What follows belongs to an exercise in optimizing a design on an open flow for small area and a short achievable clock period; a production flow would make more cautious choices.
No functional check of the RTL was part of any run shown here.
Power is estimated from default activity; no workload was simulated.

==> flow/design.v (outline; a module is shown in full before it is edited, if it fits) <==
// module conv3x3_pe: 819 lines
// module csa_fa: 10 lines
module conv3x3_pe #(
    parameter int SHIFT = 4,
    parameter int ACC_W = 21
) (
    input  logic         clk,
    input  logic         rst,
    input  logic [7:0]   p00,
    input  logic [7:0]   p01,
    input  logic [7:0]   p02,
    input  logic [7:0]   p10,
    input  logic [7:0]   p11,
    input  logic [7:0]   p12,
    input  logic [7:0]   p20,
    input  logic [7:0]   p21,
    input  logic [7:0]   p22,
    input  logic         window_valid,
    input  logic         w_load,
    input  logic [3:0]   w_idx,
    input  logic [7:0]   w_data,
    output logic [7:0]   out_pixel,
    output logic         out_valid,
    output logic [15:0]  out_count
);
  // ...
==> flow/flow/run.sh <==
#!/bin/bash
# Own flow: the standard layout (standard.sh: the standard synthesis and
# ORFS steps, unchanged), except that the port buffers buffer_ports inserts
# during global placement are plain buf_1 cells instead of the default pick.
set -euo pipefail
export BUFFER_PORTS_ARGS="-buffer_cell sky130_fd_sc_hd__buf_1"
bash standard.sh > standard_flow.log 2>&1
==> flow/standard.sh <==
#!/bin/bash
# synth_recipe.tcl (not shown) runs the flow's synth.tcl, then flattens the netlist and writes it again
# the make line also repeats each setting of config.mk as NAME=value (left out here)
make -C /OpenROAD-flow-scripts/flow DESIGN_CONFIG=/design/flow/config.mk WORK_HOME=/design/flow/orfs CLKGATE_MAP_FILE= SYNTH_SCRIPT=/design/flow/synth_recipe.tcl "${@:-finish}"
==> flow/config.mk <==
export PLATFORM = sky130hd
export DESIGN_NAME = conv3x3_pe
export DESIGN_NICKNAME = conv3x3_pe
export VERILOG_FILES = /design/flow/design.v
export SDC_FILE = /design/flow/constraint.sdc
export NUM_CORES = 4
export LEC_CHECK = 0
export ABC_CLOCK_PERIOD_IN_PS = 2000
export CAP_MARGIN = 20
export CORE_MARGIN = 2
export CORE_UTILIZATION = 40
export SETUP_SLACK_MARGIN = 2.1
export SLEW_MARGIN = 20
export SYNTH_HIERARCHICAL = 1
export SYNTH_MINIMUM_KEEP_SIZE = 0
==> flow/constraint.sdc <==
create_clock -name core_clock -period 5.5 [get_ports {clk}]
set_input_delay 1.1000 -clock core_clock [delete_from_list [all_inputs] [get_ports {clk}]]
set_output_delay 1.1000 -clock core_clock [all_outputs]
set_load 0.01 [all_outputs]
==> impl_metrics.yaml, run 1 <==
logic_synthesis:
  synth.most_common_cell: "fa_1"
  synth-seq-cells: 293
  synth_seq_area_share_pct: 25.5
  synthDominantCellAreaShare_pct: 49.1
  synth_ff_type: "dfxtp_1"
  yosys.area_share.simple_pct: 14.0
  yosys-top-cells-count: "565 x fa_1, 516 x nand2_1, 293 x dfxtp_1, 162 x clkbuf_1, 120 x nor2_1"
power:
  leakagePower_nw: 7.68
  powerDensity_mw_per_mm2: 234
  clkPwrFrac_pct: 41.6
  clock_net_power_mw: 2.55
final_layout:
  clock_area_share_pct: 4.87
  syn2layout_area_growth_pct: 13.8
  nNetsFinal: 2741
  multi_input_area_sq_mm: 0.0167
  antenna_cells: 0
  seq_cell_count: 293
route:
  top_layer: "met4"
  wire_per_inst_um: 25.3
  drcViolationCount: 0
outcome:
  outcome: "complete, no violations"
floorplanning:
  fp.coreArea_sq_mm: 0.0567
  die_area_sq_mm: 0.0595
  tap_cells: 756
timing:
  fmax_mhz: 277
placed_design:
  dp.cells: 2753
  place_area_sq_mm: 0.0238
  dpl_worst_slack_ns: 1.77
  port_buffers: 112
clock_tree:
  clock_sink_count: 293
  cts_tree: "built"
  post_cts_buffers: 7
  cts_resized: 254
global_route:
  gr-usage-met1_pct: 32.6
  grt_max_degree: 60
hold_path:
  hold_end: "v2_q"
setup_path:
  timing.critical_path.buf_inv: 2
==> inputs of run 2 (changes only) <==
--- a/flow/design.v
+++ b/flow/design.v
@@ -781,44 +781,48 @@
         r2_q[86] <= t1014;
     end
     assign acc_a = {1'b1, t1120, t1121, t1117, t1113, t1102, t1094, t1082, t1070, t1069, t1044, t1034, t1026, t1020, t1017, r2_q[11], r2_q[6], r2_q[4], r2_q[2], r2_q[0]};
     assign acc_b = {1'b0, t1122, 1'b0, 1'b0, 1'b0, t1107, t1101, t1093, t1081, 1'b0, t1055, t1043, t1033, t1025, t1019, t1015, r2_q[7], r2_q[5], r2_q[3], r2_q[1]};
     logic [19:0] na, nb;
     logic [11:0] lo;
     logic [6:0]  lo_q;
     logic        c11_q;
-    logic [8:0]  hx_q, hy_q, ht, hs;
+    logic [8:0]  ht_q;
+    logic [7:0]  hu_q, hw_q;
+    logic [8:0]  cy;
     logic        zz, mm, ok;
     assign na = ~acc_a;
     assign nb = ~acc_b;
     assign lo = {1'b0, na[10:0]} + {1'b0, nb[10:0]};
     always_ff @(posedge clk) begin
         if (rst) begin
             lo_q  <= '0;
             c11_q <= 1'b0;
-            hx_q  <= '0;
-            hy_q  <= '0;
+            ht_q  <= '0;
+            hu_q  <= '0;
+            hw_q  <= '0;
             cnt_q <= '0;
         end else if (v2_q) begin
             lo_q  <= lo[10:4];
             c11_q <= lo[11];
-            hx_q  <= na[19:11];
-            hy_q  <= nb[19:11];
+            ht_q  <= na[19:11] ^ nb[19:11];
+            hu_q  <= na[18:11] | nb[18:11];
+            hw_q  <= na[18:11] & nb[18:11];
             cnt_q <= cnt_q + 16'd1;
         end
     end
-    assign ht = hx_q ^ hy_q;
-    assign zz = &(ht ~^ {hx_q[7:0] | hy_q[7:0], c11_q});
-    assign mm = &(ht ^ {hx_q[7:0] & hy_q[7:0], c11_q});
+    assign zz = &(ht_q ~^ {hu_q, c11_q});
+    assign mm = &(ht_q ^ {hw_q, c11_q});
     assign ok = zz || mm;
-    logic [9:0] hsum;
-    assign hsum = {hx_q, 1'b1} + {hy_q, c11_q};
-    assign hs = hsum[9:1];
-    assign out_pixel = ok ? {hs[0], lo_q} : (hs[8] ? 8'h80 : 8'h7f);
+    always_comb begin
+        cy[0] = c11_q;
+        for (int i = 0; i < 8; i++) cy[i+1] = hw_q[i] | (ht_q[i] & cy[i]);
+    end
+    assign out_pixel = ok ? {ht_q[0] ^ c11_q, lo_q} : ((ht_q[8] ^ cy[8]) ? 8'h80 : 8'h7f);
     assign out_valid = v3_q;
     assign out_count = cnt_q;
 endmodule
 module csa_fa (
     input  logic a,
     input  logic b,
     input  logic c,
     output logic s,
==> flow/config.mk (replaced) <==
export PLATFORM = sky130hd
export DESIGN_NAME = conv3x3_pe
export DESIGN_NICKNAME = conv3x3_pe
export VERILOG_FILES = /design/flow/design.v
export SDC_FILE = /design/flow/constraint.sdc
export NUM_CORES = 4
export LEC_CHECK = 0
export ABC_CLOCK_PERIOD_IN_PS = 2000
export CAP_MARGIN = 20
export CORE_MARGIN = 2
export CORE_UTILIZATION = 40
export SETUP_SLACK_MARGIN = 1.8
export SLEW_MARGIN = 20
export SYNTH_HIERARCHICAL = 1
export SYNTH_MINIMUM_KEEP_SIZE = 0
==> run 2 against run 1 <==
- final cell count up 0.14%
- maximum frequency down 1.8%
- die area up 0.50%
- utilization down 1.9 points
- sequential power up 7%
- via count up 0.57%
- area after synthesis up 0.51%
- critical path depth down 1
- flip-flop and latch count up 8
- critical path type is now flop to flop
- critical endpoint is now r2_q[77]
==> impl_metrics.yaml, run 2 <==
logic_synthesis:
  netlist_instances: 2054
  synth-adder-area-share_pct: 49.6
  yosys.area_share.simple_pct: 14.0
  synth.most_common_cell: "fa_1"
  synth_xor_area_share_pct: 1.02
  yosys-top-cells-count: "561 x fa_1, 519 x nand2_1, 301 x dfxtp_1, 160 x clkbuf_1, 131 x nor2_1"
  synth_seq_area_share_pct: 26.0
  synth_compound_area_share_pct: 1.96
  synth_top_family_by_area: "adder cells"
  synthDominantCellAreaShare_pct: 48.5
  postSynthAreaPerCell_sq_um: 11.3
  yosys.area.top_type: "fa_1"
  async_flop_share_pct: 0
  netlist_top_cells_area: "fa_1 49%, dfxtp_1 26%, nand2_1 8.4%"
  synth_mux_area_share_pct: 3.93
  ys_warn_count: 11
  synth_ff_type: "dfxtp_1"
  syn-cell-area_sq_mm: 0.0232
  synth_enable_flop_cells: 0
  yosysUniqueCellTypes: 47
  synth-seq-cells: 301
setup_path:
  worstPathArrival_ns: 4.11
  cp_max_fo: 9
  required_ns: 5.93
  rrSetupSlack_ns: 1.82
  critPathKind: "flop to flop"
  r2r_start: "k_q[5][4]"
  crit_path_start_kind: "flop"
  cp-end-kind: "flop"
  r2r_cells: 7
  r2r-end: "r2_q[77]"
floorplanning:
  start_util_pct: 40.3
  fp.coreArea_sq_mm: 0.0575
  die_h_um: 245
  die_area_sq_mm: 0.0598
  placementRows: 88
  die_x_um: 245
  io_pins: 113
clock_tree:
  clkTransAtPathRegs_ns: 0.06
  cts_buffers: 39
  clk_path_buf_depth: 3
  clock_sink_count: 301
  cts_tree: "built"
  clock-root-buffer: "clkbuf_16"
  cts-hold-fix-buffers: 0
  cts_max_level: 2
  insertion_delay_ns: 0.57
route:
  firstDrtPassIters: 5
  finalWirelength_um: 70000
  drcViolationCount: 0
  viasPerCell: 5.31
  via_count: 15129
  drtIter0Drc: 1457
  detail-route-antenna-nets: 0
  wire_per_inst_um: 24.6
global_route:
  grt_overflow: 0
  grt_max_degree: 84
  grt_pass1_vias: 16371
  grt_antenna_before_repair: 0
  grt_pass1_wl_um: 105000
  grt_usage_pct: 24.1
final_layout:
  antenna_cells: 0
  largest_reg_flops: 87
  instances_no_fill: 2849
  final_cell_mix: "556 x fa_1, 519 x nand2_1, 219 x dfxtp_1"
  regArea_sq_mm: 0.00613
  multi_input_area_sq_mm: 0.0164
  fillers: 5403
  drive_gt1_share_pct: 8.01
  regMostFlops: "r2_q"
  final_common_cell: "fa_1"
  syn2layout_area_growth_pct: 10.0
  reg.largest.list: "r2_q (87), k_q (80), px_q (72)"
  nNetsFinal: 2726
timing:
  hold-worst-slack_ns: 0.445
  tightest_slew_ns: 1.05
  fin_worst_skew_ns: 0.0210
  finalCriticalPeriod_ns: 3.68
  timing.setup.tns_ns: 0
  finalCritPeriodShare_pct: 66.9
  hold_viol_final: 0
  rsz0062_at_grt: "yes"
  setup_slack_ns: 1.82
  fmax_mhz: 272
  drv_slew: 0
  slew_headroom_pct: 30.1
  setup-violations-final: 0
outcome:
  outcome: "complete, no violations"
hold_path:
  hold_end: "v2_q"
  holdCritStartpoint: "v1_q"
  whs_path_depth: 1
  min-delay-path-class: "flop to flop"
power:
  peakVddDrop_mv: 0.260
  powerDensity_mw_per_mm2: 268
  leakagePower_nw: 7.52
  p_total_mw: 6.82
placed_design:
  dp.cells: 2778
  port_buffers: 112
  gp_congestion: 0.958
  place_hpwl_um: 58300
  dpl_worst_slack_ns: 1.66
job:
  maxCapViolCount: 0
## run 2: cell count changes in the layout (fill, tap and decap cells not counted), moves of 13 or more
cell     previous run  this run
dfxtp_4           113         0
dfxtp_1           147       219
buf_4              21         8
fa_2               82         5
dfxtp_2            33        82
fa_1              483       556
## run 2: logic make-up after synthesis
| logic type | after synthesis |
|---|---|
| AND/OR/NAND/NOR | 775 |
| adder cells (fa/ha/maj) | 582 |
| flip-flops | 301 |
| buffers and inverters | 211 |
| multiplexers | 91 |
| AO/OA/AOI/OAI | 66 |
| XOR/XNOR | 27 |
| other | 1 |
## run 2: final cells by class
type	count	area share, %
clock buffer	51	4.32
clock inverter	18	0.894
inverter	41	0.604
multi-input combinational	1552	64.4
sequential	301	24.1
tap	765	3.76
timing repair buffer	121	1.98
## run 2: stage by stage
step	instance area, sq um	utilization, %
6_report	25500	44.3
5_1_grt	25500	44.3
4_1_cts	25400	44.2
3_5_place_dp	24000	41.8
3_3_place_gp	24000	41.7
2_1_floorplan	23200	-
## run 2: modules after synthesis, one instance, submodules excluded
| module | area [sq um] | flops+latches |
|---|---|---|
| csa_fa | 20.0 | 0 |
| conv3x3_pe | 11900 | 301 |
## run 2: per-layer routing
layer  track usage, %  routed length, um  up-vias
met5                0                  0        -
met4             12.7               3980        0
met3             3.19               4700      143
met2             37.9              32800      676
met1             32.6              28500     8033
li1                 -                  -     6277
## run 2: report_power, final
| group | leakage [nW] | internal (mW) | switching, mW |
|---|---|---|---|
| registers | 2.50 | 2.34 | 0.232 |
| logic | 4.37 | 0.737 | 0.862 |
| clock network | 0.652 | 1.61 | 1.04 |
| total | 7.52 | 4.69 | 2.13 |
## run 2: worst max path at each step
stage / end / startpoint / slack, ns
after global routing: r2_q[77] / k_q[6][6] / 1.77
after global placement: ht_q[7] / r2_q[63] / 1.64
after CTS: ht_q[7] / r2_q[63] / 1.76
final: r2_q[77] / k_q[5][4] / 1.82
after floorplan: ht_q[7] / r2_q[63] / 1.83
after detailed placement: ht_q[7] / r2_q[63] / 1.66
## run 2: timing repair
item | 4_1_cts | 5_1_grt
setup endpoints to repair | 15 | 10
buffers inserted | 2 | 0
pin swaps | 1 | 1
resized for setup | 16 | 71
## run 2: critical path: stages (launching register included)
cell	delay (ns)
dfxtp_1	0.64
nand2_1	0.15
fa_1	0.48
fa_1	0.43
fa_1	0.42
fa_1	0.52
fa_1	0.43
fa_1	0.47

## what the ideal ports hide
How much do the figures lean on ideal ports? The routed layouts below were timed once more, with nothing changed but the port constraints.
Step 1, drivers: a clkbuf_16 drives clk and a buf_2 each remaining input, both assumed.
Step 2 times the ports against the registers' clock, not the clock port: input delays grow and output delays shrink by t, the midpoint of the rising clock arrivals with the driver on.
Three values: ideal ports, drivers, drivers and shift; two values: the first two.
run	shift t [ns]	setup WS [ns]	hold slack, ns	latest minus earliest clock arrival (ns)	pins driven straight from the clock port
run 1	0.607	1.888 / 1.835 / 2.139	0.443 / 0.443 / 0.443	0.020 / 0.020	1
run 2	0.615	1.821 / 1.821 / 1.821	0.445 / 0.445 / 0.445	0.021 / 0.021	1
After both steps every run listed still meets setup and hold.
